From an optimization exercise on the open Yosys and OpenROAD flow, aimed at small area, a short achievable clock period and few clock cycles per item; shortcuts taken in it are not production practice. Only simulation tests tie the RTL to the original design; equivalence was not proved.

## flow/design.v (module list and top-level ports; edited modules follow where they fit)
// module pid_axis_with_settle_count_core: 7060 lines
module pid_axis_with_settle_count_core
#(
    parameter int FRAC_BITS = 16,
    parameter int ACC_WIDTH = 48
)
(
    input  logic                     clk,
    input  logic                     rst_n,
    input  logic                     in_valid,
    output logic                     in_stall,
    input  logic [31:0]                   measured,
    input  logic [15:0]                   elapsed_ms,
    input  logic                     restart,
    output logic                     out_valid,
    input  logic                     out_stall,
    output logic [31:0]                   drive,
    output logic                     settled,
    output logic [31:0]                   error_out,
    input  logic                     psel,
    input  logic                     penable,
    input  logic                     pwrite,
    input  logic [4:0]                    paddr,
    input  logic [31:0]                   pwdata,
    output logic [31:0]                   prdata,
    output logic                     pready
);
  // ...
==> flow/run.sh <==
#!/bin/bash
# synth_recipe.tcl (not shown) runs the flow's synth.tcl, then flattens the netlist and writes it again
# the make line also repeats each setting of config.mk as NAME=value (left out here)
make -C /OpenROAD-flow-scripts/flow DESIGN_CONFIG=/design/flow/config.mk WORK_HOME=/design/flow/orfs CLKGATE_MAP_FILE= SYNTH_SCRIPT=/design/flow/synth_recipe.tcl finish
==> flow/config.mk <==
export PLATFORM = sky130hd
export DESIGN_NAME = pid_axis_with_settle_count_core
export DESIGN_NICKNAME = pid_axis_with_settle_count_core
export VERILOG_FILES = /design/flow/design.v
export SDC_FILE = /design/flow/constraint.sdc
export NUM_CORES = 4
export LEC_CHECK = 0
export ABC_AREA = 1
export CAP_MARGIN = 20
export CORE_MARGIN = 2
export CORE_UTILIZATION = 40
export PLACE_DENSITY = 0.5
export SETUP_SLACK_MARGIN = 5
export SLEW_MARGIN = 20
==> flow/constraint.sdc <==
create_clock -name core_clock -period 11.0 [get_ports {clk}]
set_input_delay 2.2000 -clock core_clock [delete_from_list [all_inputs] [get_ports {clk}]]
set_output_delay 2.2000 -clock core_clock [all_outputs]
set_load 0.01 [all_outputs]
==> flow_summary.yaml, run 1 <==
clocking:
  cts.hold.buffers_added: 0
  tritoncts.num_buffers: 269
  clkSinkCount: 2296
  cts.reportedPaths.clkPinSlew_ns: 0.06
sta:
  grt_setup_unrepaired: "true"
  hold_viol: 0
  max_fclk_ghz: 0.164
  timing.final.max_slew_violations: 0
global_route:
  globalRouteOverflowTotal: 0
  grt_busiest_layer: "met2"
  grt_util_all_layers_pct: 27.7
cells_and_area:
  layout-area-overhead-vs-synth_pct: 10.6
  final_common_cell: "sky130_fd_sc_hd__inv_1"
  design_area_sq_um: 208000
  non_clock_inverter_count: 3056
  clock_buffers: 324
critical_path:
  critical-path-max-stage-delay_ns: 0.48
  critPathBufInv: 5
  critical_path.slowest_cell: "sky130_fd_sc_hd__a221oi_4"
  cp_data_required_time_ns: 8.80
routing:
  topRoutingLayerUsed: "met5"
  firstDrtPassIters: 7
yosys:
  synth_commonest_cells: "sky130_fd_sc_hd__inv_1, sky130_fd_sc_hd__nand2_1, sky130_fd_sc_hd__xor2_1"
  synth.top_cell.area_share_pct: 32.5
  syn_inst: 19000
hold_path:
  hold_path_start: "d7_set$_DFFE_PN_"
place:
  io_buffer_count: 189
outcome:
  status: "complete, no violations"
Testbench counts, summed over its fixed seeds: cycles 19,012, items 14,884.
==> run 2, diff against run 1 <==
--- a/flow/design.v
+++ b/flow/design.v
@@ -69,17 +69,22 @@
             3'd1:    rd_value = gain_p_reg;
             3'd2:    rd_value = gain_i_reg;
             3'd3:    rd_value = gain_d_reg;
             3'd4:    rd_value = {1'b0, tolerance_reg};
             3'd5:    rd_value = {28'd0, settle_limit_reg};
             default: rd_value = '0;
         endcase
     end
-    assign prdata = rd_value;
+    logic [31:0] prdata_reg;
+    always_ff @(posedge clk)
+    begin
+        prdata_reg <= rd_value;
+    end
+    assign prdata = prdata_reg;
     logic out_valid_reg;
     logic adv;
     assign adv      = !(out_valid_reg && out_stall);
     assign in_stall = !adv;
     logic [32:0] e_full;
     logic [31:0] e_sat;
     logic        e_inb;
     assign e_full = {target_reg[31], target_reg} - {measured[31], measured};
@@ -114,26 +119,27 @@
     logic [31:0] last_eff;
     logic [3:0]  count_eff;
     logic [3:0]  count_new;
     logic        settle_now;
     logic [32:0] diff_pos;
     logic [32:0] diff_negv;
     logic        diff_neg;
     logic [31:0] diff_abs;
-    logic signed [32:0] e_ext;
-    logic signed [32:0] tol_ext;
-    assign e_ext  = {s0_e[31], s0_e};
-    assign tol_ext = {2'b00, tolerance_reg};
-    assign e_inb  = (e_ext < tol_ext) && (e_ext > -tol_ext);
+    logic [32:0] e_plus_tol;
+    assign e_plus_tol = {s0_e[31], s0_e} + {2'b00, tolerance_reg};
+    assign e_inb = s0_e[31] ? (!e_plus_tol[32] && (e_plus_tol != '0))
+                          : (s0_e[30:0] < tolerance_reg);
     assign s0_inb = e_inb;
     assign last_eff   = s0_r ? '0 : last_error_reg;
     assign count_eff  = s0_r ? '0 : settle_count_reg;
-    assign count_new  = s0_inb ? ((count_eff == 4'd15) ? count_eff : count_eff + 4'd1) : 4'd0;
-    assign settle_now = (count_new >= settle_limit_reg);
+    logic [3:0]  count_inc;
+    assign count_inc  = (count_eff == 4'd15) ? count_eff : count_eff + 4'd1;
+    assign count_new  = s0_inb ? count_inc : 4'd0;
+    assign settle_now = s0_inb ? (count_inc >= settle_limit_reg) : (settle_limit_reg == 4'd0);
     assign diff_pos  = {s0_e[31], s0_e} - {last_eff[31], last_eff};
     assign diff_negv = {last_eff[31], last_eff} - {s0_e[31], s0_e};
     assign diff_neg  = diff_pos[32];
     assign diff_abs  = diff_neg ? diff_negv[31:0] : diff_pos[31:0];
     always_ff @(posedge clk or negedge rst_n)
     begin
         if (!rst_n)
         begin
==> run 2 against run 1 <==
Against the previous run:
- non-clock buffer count shrank 56
- sequential share of layout area rose by 0.16 points
- final cell count up 1.1%
- largest cell class unchanged
- cell area rose by 0.47%
- utilization down 0.18 points
==> flow_summary.yaml, run 2 <==
sta:
  hold_viol: 0
  skew_ns: 0.112
  max_fclk_ghz: 0.167
  min_cycle_time_layout_ns: 5.98
  fin_crit_sh_pct: 54.4
  tightest_slew_ns: 1.25
  report.final.setup_viol: 0
  final.setup.tns_ns: 0
  maxSlewHeadroom_pct: 16.4
  worst_slack_ns: 5.02
  grt_setup_unrepaired: "true"
  timing.final.max_slew_violations: 0
place:
  place.gp.congestion: 0.965
  io_buffer_count: 189
  dp_hpwl_um: 480000
  placedCellCount: 24900
  dp_worst_setup_slack_ns: 3.20
global_route:
  grt_util_all_layers_pct: 28.0
  number_of_antenna_violations_at_the_first_check_in_global_routing: 29
  globalRouteOverflowTotal: 0
  grt_max_degree: 196
  first_global_vias: 144000
  grt_pass1_wl_um: 989000
critical_path:
  cp_data_required_time_ns: 11.63
  worstSetupEndpoint: "t1_a[52]$_DFFE_PN_"
  worstReg2RegStart: "gain_i_reg[25]$_DFFE_PN0P_"
  start_point_of_the_critical_path: "gain_i_reg[25]$_DFFE_PN0P_"
  timing.critical_path.to_type: "flip-flop"
  worstSetupStartpointType: "flip-flop"
  reg2reg_depth: 15
  critical_path.reg2reg.endpoint: "t1_a[52]$_DFFE_PN_"
  timing.reg2reg.setup_slack_ns: 5.02
  critical_path_class: "flip-flop to flip-flop"
  worst-endpoint-arrival_ns: 6.61
  worstPathMaxFanout: 47
job:
  drv_cap: 0
yosys:
  edff_count_synth: 2031
  synth_nets: 22000
  ys_ff_latch: 2328
  syn_area_sq_um: 189000
  syn_inst: 19300
  cell_with_the_most_instances_after_synthesis: "sky130_fd_sc_hd__inv_1"
  synth_area_leaders: "sky130_fd_sc_hd__edfxtp_1, sky130_fd_sc_hd__fa_1, sky130_fd_sc_hd__xor2_1"
  netlist-cell-type-count: 64
  synth_area_per_cell_sq_um: 9.83
  postSynth.topFlopCell: "sky130_fd_sc_hd__edfxtp_1"
  synth_commonest_cells: "sky130_fd_sc_hd__inv_1, sky130_fd_sc_hd__nand2_1, sky130_fd_sc_hd__edfxtp_1"
  sequential_element_share_of_the_synthesized_area_pct: 36.1
  synth_top_area_cell: "sky130_fd_sc_hd__edfxtp_1"
  ys_async_sr_fraction_pct: 11.4
  synthesis_warning_total: 1
  synth.top_cell.area_share_pct: 32.2
clocking:
  clock_path_buffers: 4
  tritoncts.num_buffers: 277
  clock_tree_from_tritoncts: "done"
  insertion_delay_ns: 1.01
  cts_htree_levels: 5
  cts.reportedPaths.clkPinSlew_ns: 0.06
  clock_tree.root_cell: "sky130_fd_sc_hd__clkbuf_16"
  clkSinkCount: 2328
routing:
  drc: 0
  wl_per_cell_um: 26.8
  drt_iter0_drc: 14000
  firstDrtPassIters: 7
  routed_via_density: 5.56
  final_antenna_net_count: 0
  routed_wirelength_um: 684000
  route.vias.total: 142000
outcome:
  status: "complete, no violations"
cells_and_area:
  layoutNonFillerInstCount: 25500
  commonest_cells_after_routing_fill_and_taps_aside: "sky130_fd_sc_hd__inv_1, sky130_fd_sc_hd__nand2_1, sky130_fd_sc_hd__edfxtp_1, sky130_fd_sc_hd__xor2_1, sky130_fd_sc_hd__fa_1"
  layout_top_registers: "m_a x81, m_b x81, t1_b x80"
  final_layout_size_suffix_gt1_share_pct: 6.20
  final_common_cell: "sky130_fd_sc_hd__inv_1"
  num-nets-final: 21800
  layout-area-overhead-vs-synth_pct: 10.2
  final_util_pct: 44.3
hold_path:
  timing.hold.worst.class: "flip-flop to flip-flop"
floorplanning:
  floorplan.die.width_um: 692
  core_area_sq_um: 471000
  floorplan.die.height_um: 692
  top_level_ports: 193
  fp.dieArea_sq_um: 479000
  core.rowCount: 252
  floorplan.initialDensity_pct: 40.2
[run 2: cell types whose count changed after synthesis, sizes merged, moves of 7 or more]
cell	delta
a31oi	-9
inv	+57
xor2	-24
dfxtp	+32
clkbuf	-13
nand3	+103
buf	+24
or2	-15
a21oi	+37
a21o	-12
o211ai	-26
mux2i	+7
nand2	+119
xnor2	+27
[run 2: logic make-up after synthesis]
logic type               count (synthesis)  share of synthesized area (%)
buffers and inverters                 4181                           8.39
AND/OR/NAND/NOR                       3927                           8.36
AO/OA/AOI/OAI                         3877                           12.0
adder cells (fa/ha/maj)               2684                           24.8
flip-flops                            2328                           36.1
XOR/XNOR                              2233                           10.3
multiplexers                            22                          0.122
other                                    1                        0.00198
[run 2: layout make-up]
class	instances	area, sq um
clock inverter	167	1840
clock buffer	330	7240
timing repair buffer	591	5370
timing repair inverter	4	27.5
inverter	3110	11800
tap	6223	7790
antenna	18	45.0
fill	45100	263000
sequential	2328	68300
multi-input combinational	12800	106000
[run 2: how the worst min path moves through the flow]
stage,slack [ns],from,cells after the start,end
after CTS,0.37,d9_e[13]$_DFFE_PN_,0,d10_e[13]$_DFFE_PN_
final,0.37,d9_e[13]$_DFFE_PN_,0,d10_e[13]$_DFFE_PN_
after detailed placement,0.40,d9_e[13]$_DFFE_PN_,0,d10_e[13]$_DFFE_PN_
after global routing,0.37,d9_e[13]$_DFFE_PN_,0,d10_e[13]$_DFFE_PN_
after global placement,0.40,d12_e[18]$_DFFE_PN_,0,d13_e[18]$_DFFE_PN_
after floorplan,0.40,d9_e[0]$_DFFE_PN_,0,d10_e[0]$_DFFE_PN_
[run 2: timing repair]
action / 4_1_cts / 5_1_grt
gates cloned: 9 / 4
endpoints found under the hold margin: 0 / 0
setup buffers: 24 / 24
pin swaps: 18 / 27
hold buffers: 0 / 0
endpoints found under the setup margin: 139 / 278
resized for setup: 121 / 139
[run 2: per-layer routing]
metal | wire length, um | global-route usage (%)
met5 | 626 | 0.670
met4 | 40500 | 13.5
met3 | 73400 | 8.98
met2 | 297000 | 43.0
met1 | 273000 | 35.7
[run 2: metrics by stage]
step / hold slack [ns] / cell area, sq um
after global routing: 0.369 / 209000
after CTS: 0.366 / 208000
after floorplan: 0.400 / 189000
after detailed placement: 0.405 / 198000
after global placement: 0.400 / 198000
final: 0.367 / 209000
[run 2: worst max-delay path, cell delays in order (launching register included)]
cell and delay (ns):
sky130_fd_sc_hd__dfrtp_1 0.39, sky130_fd_sc_hd__clkinv_2 0.05, sky130_fd_sc_hd__buf_6 0.62, sky130_fd_sc_hd__nand2_1 0.21, sky130_fd_sc_hd__o21ai_4 0.10, sky130_fd_sc_hd__buf_6 0.56
sky130_fd_sc_hd__o22ai_1 0.17, sky130_fd_sc_hd__xor2_1 0.20, sky130_fd_sc_hd__fa_1 0.53, sky130_fd_sc_hd__inv_1 0.05, sky130_fd_sc_hd__fa_1 0.49, sky130_fd_sc_hd__fa_1 0.59
sky130_fd_sc_hd__fa_1 0.46, sky130_fd_sc_hd__fa_1 0.55, sky130_fd_sc_hd__inv_1 0.05, sky130_fd_sc_hd__fa_1 0.61
Testbench counts of run 2, summed over its fixed seeds: cycles 19,012, items 14,884.
==> run 3, diff against run 2 <==
--- a/flow/config.mk
+++ b/flow/config.mk
@@ -10,5 +10,4 @@
 export CORE_MARGIN = 2
 export CORE_UTILIZATION = 40
-export PLACE_DENSITY = 0.5
 export SETUP_SLACK_MARGIN = 5
 export SLEW_MARGIN = 20
==> run 3 against run 2 <==
Against the previous run:
- still clean
- wire length down 4.9%
- clock-buffer cell count decreased by 3
- worst hold slack better by 0.016 ns
- utilization barely moved
- fmax shrank 0.66%
- setup slack worse by 0.040 ns
- clock skew fell by 0.036 ns
- critical endpoint is now t1_a[54]$_DFFE_PN_
- flip-flop and latch count is the same
- non-clock buffer count rose by 9
==> flow_summary.yaml, run 3 <==
sta:
  fin_crit_sh_pct: 54.7
  hold_viol: 0
  max_fclk_ghz: 0.166
  grt_setup_unrepaired: "true"
  tightest_slew_ns: 1.32
  skew_ns: 0.0766
  hold-worst-slack_ns: 0.382
  min_cycle_time_layout_ns: 6.02
  report.final.setup_viol: 0
  worst_slack_ns: 4.98
  maxSlewHeadroom_pct: 12.1
  timing.final.max_slew_violations: 0
  final.setup.tns_ns: 0
routing:
  routed_wirelength_um: 650000
  firstDrtPassIters: 8
  wl_per_cell_um: 25.5
  routed_via_density: 5.61
  final_antenna_net_count: 0
  route.vias.total: 143000
  drt_iter0_drc: 15300
  drc: 0
clocking:
  clkSinkCount: 2328
  clock_path_buffers: 4
  clock_tree.root_cell: "sky130_fd_sc_hd__clkbuf_16"
  cts.hold.buffers_added: 0
  cts_htree_levels: 5
  clock_tree_from_tritoncts: "done"
  cts.reportedPaths.clkPinSlew_ns: 0.06
  tritoncts.num_buffers: 266
  insertion_delay_ns: 0.95
yosys:
  edff_count_synth: 2031
  syn_inst: 19300
  ys_async_sr_fraction_pct: 11.4
  synth.top_cell.area_share_pct: 32.2
  ys_ff_latch: 2328
  cell_with_the_most_instances_after_synthesis: "sky130_fd_sc_hd__inv_1"
  synth_area_per_cell_sq_um: 9.83
  sequential_element_share_of_the_synthesized_area_pct: 36.1
  synth_area_leaders: "sky130_fd_sc_hd__edfxtp_1, sky130_fd_sc_hd__fa_1, sky130_fd_sc_hd__xor2_1"
  postSynth.topFlopCell: "sky130_fd_sc_hd__edfxtp_1"
  synthesis_warning_total: 1
  synth_nets: 22000
  syn_area_sq_um: 189000
  synth_top_area_cell: "sky130_fd_sc_hd__edfxtp_1"
  netlist-cell-type-count: 64
  synth_commonest_cells: "sky130_fd_sc_hd__inv_1, sky130_fd_sc_hd__nand2_1, sky130_fd_sc_hd__edfxtp_1"
critical_path:
  cp_data_required_time_ns: 11.67
  timing.critical_path.to_type: "flip-flop"
  worstSetupStartpointType: "flip-flop"
  worstPathMaxFanout: 35
  critical_path_class: "flip-flop to flip-flop"
  worst-endpoint-arrival_ns: 6.69
global_route:
  grt_max_degree: 205
  globalRouteOverflowTotal: 0
  grt_pass1_wl_um: 948000
  number_of_antenna_violations_at_the_first_check_in_global_routing: 26
  first_global_vias: 144000
  grt_util_all_layers_pct: 26.5
cells_and_area:
  ff_latch_area_sq_um: 68300
  final_util_pct: 44.2
  layout.filler_cells: 44500
  multi_input_area_sq_um: 106000
  layout-area-overhead-vs-synth_pct: 10.1
  layout_top_registers: "m_a x81, m_b x81, t1_b x80"
  commonest_cells_after_routing_fill_and_taps_aside: "sky130_fd_sc_hd__inv_1, sky130_fd_sc_hd__nand2_1, sky130_fd_sc_hd__edfxtp_1, sky130_fd_sc_hd__xor2_1, sky130_fd_sc_hd__fa_1"
  final_common_cell: "sky130_fd_sc_hd__inv_1"
  final_layout_size_suffix_gt1_share_pct: 6.26
  num-nets-final: 21800
place:
  dp_hpwl_um: 456000
  io_buffer_count: 189
  place.gp.congestion: 0.998
  dp_worst_setup_slack_ns: 3.23
hold_path:
  timing.hold.worst.class: "flip-flop to flip-flop"
floorplanning:
  top_level_ports: 193
  floorplan.die.height_um: 692
  core_area_sq_um: 471000
  floorplan.die.width_um: 692
  core.rowCount: 252
  floorplan.initialDensity_pct: 40.2
  fp.dieArea_sq_um: 479000
job:
  drv_cap: 0
outcome:
  status: "complete, no violations"
==> run 3: cell counts after synthesis <==
No cell type changed its count.
==> run 3: final cells by class <==
cell class | instances | share of cell area (%)
flip-flops and latches | 2328 | 32.8
clock buffers | 327 | 3.34
repair buffers | 600 | 2.61
clock inverters | 153 | 0.880
diodes | 21 | 0.0252
well taps | 6223 | 3.73
repair inverters | 1 | 0.00240
inverters | 3110 | 5.63
multi-input cells | 12800 | 51.0
==> run 3: worst max-delay path, stage by stage (launching register included) <==
cell and delay, ns:
sky130_fd_sc_hd__dfrtp_1 0.37, sky130_fd_sc_hd__buf_4 0.44, sky130_fd_sc_hd__nor2_1 0.19, sky130_fd_sc_hd__o21ai_4 0.47, sky130_fd_sc_hd__buf_8 0.41, sky130_fd_sc_hd__o22ai_1 0.14
sky130_fd_sc_hd__xor2_1 0.22, sky130_fd_sc_hd__fa_1 0.52, sky130_fd_sc_hd__inv_1 0.05, sky130_fd_sc_hd__fa_1 0.51, sky130_fd_sc_hd__fa_1 0.59, sky130_fd_sc_hd__fa_1 0.46
sky130_fd_sc_hd__fa_1 0.55, sky130_fd_sc_hd__inv_1 0.05, sky130_fd_sc_hd__fa_1 0.75
==> run 3: path summary, 6_finish.rpt <==
| path | from | end | slack (ns) | cells past startpoint |
|---|---|---|---|---|
| worst min-delay path | d11_e[4]$_DFFE_PN_ | d12_e[4]$_DFFE_PN_ | 0.38 | 0 |
| max in group asynchronous | rst_n | gain_i_reg[1]$_DFFE_PN0P_ | 7.76 | 3 |
| min in group asynchronous | rst_n | target_reg[29]$_DFFE_PN0P_ | 1.24 | 1 |
| worst min register to register | d11_e[4]$_DFFE_PN_ | d12_e[4]$_DFFE_PN_ | 0.38 | 0 |
| worst max register to register | gain_i_reg[19]$_DFFE_PN0P_ | t1_a[54]$_DFFE_PN_ | 4.98 | 14 |
| worst max-delay path | gain_i_reg[19]$_DFFE_PN0P_ | t1_a[54]$_DFFE_PN_ | 4.98 | 14 |
==> run 3: metrics by stage <==
step,cell area [sq um],std cells
after floorplan,189000,19300
after global placement,198000,24900
after detailed placement,198000,24900
after CTS,208000,25500
after global routing,208000,25500
final,208000,25500
==> run 3: cells by family after synthesis <==
group	synth area share (%)
adder cells (fa/ha/maj)	24.8
flip-flops	36.1
XOR/XNOR	10.3
AO/OA/AOI/OAI	12.0
other	0.00198
multiplexers	0.122
buffers and inverters	8.39
AND/OR/NAND/NOR	8.36
==> run 3: metal layers <==
layer / track usage, % / wire length (um)
met1: 32.7 / 246000
met2: 40.0 / 277000
met3: 10.3 / 83200
met4: 14.2 / 43700
met5: 0.440 / 371
==> run 3: timing repair <==
| action | in CTS | in global routing |
|---|---|---|
| setup buffers | 51 | 24 |
| setup endpoints to repair | 196 | 199 |
| cloned | 9 | 3 |
| pin swaps | 39 | 42 |
| resized for setup | 133 | 153 |

-- separate check: timing with driven ports --
No port has a modelled driver above. Below, the same layouts with a new extraction and two added sets of constraints. Step 1: set_driving_cell puts a clkbuf_16 on clk and a buf_2 on each other input, an assumption about the parent block. Step 2 also shifts input and output timing later by t, the mid clock arrival at the registers, as if the neighbouring blocks saw the same clock. Three values: ideal, step 1, step 2; two values: the first two.
run	shift t [ns]	slack for setup (ns)	worst setup path after step 2	cell pins on the clock port's net
run 1	1.044	4.899 / 4.838 / 4.710	input to register	1
run 2	1.091	5.019 / 5.019 / 4.515	input to register	1
run 3	1.034	4.980 / 4.980 / 4.847	input to register	1
After both steps setup and hold are still met in every run listed. For run 2, which loses most, drivers alone change the setup slack by 0.000 ns; drivers and shift together by -0.504 ns.
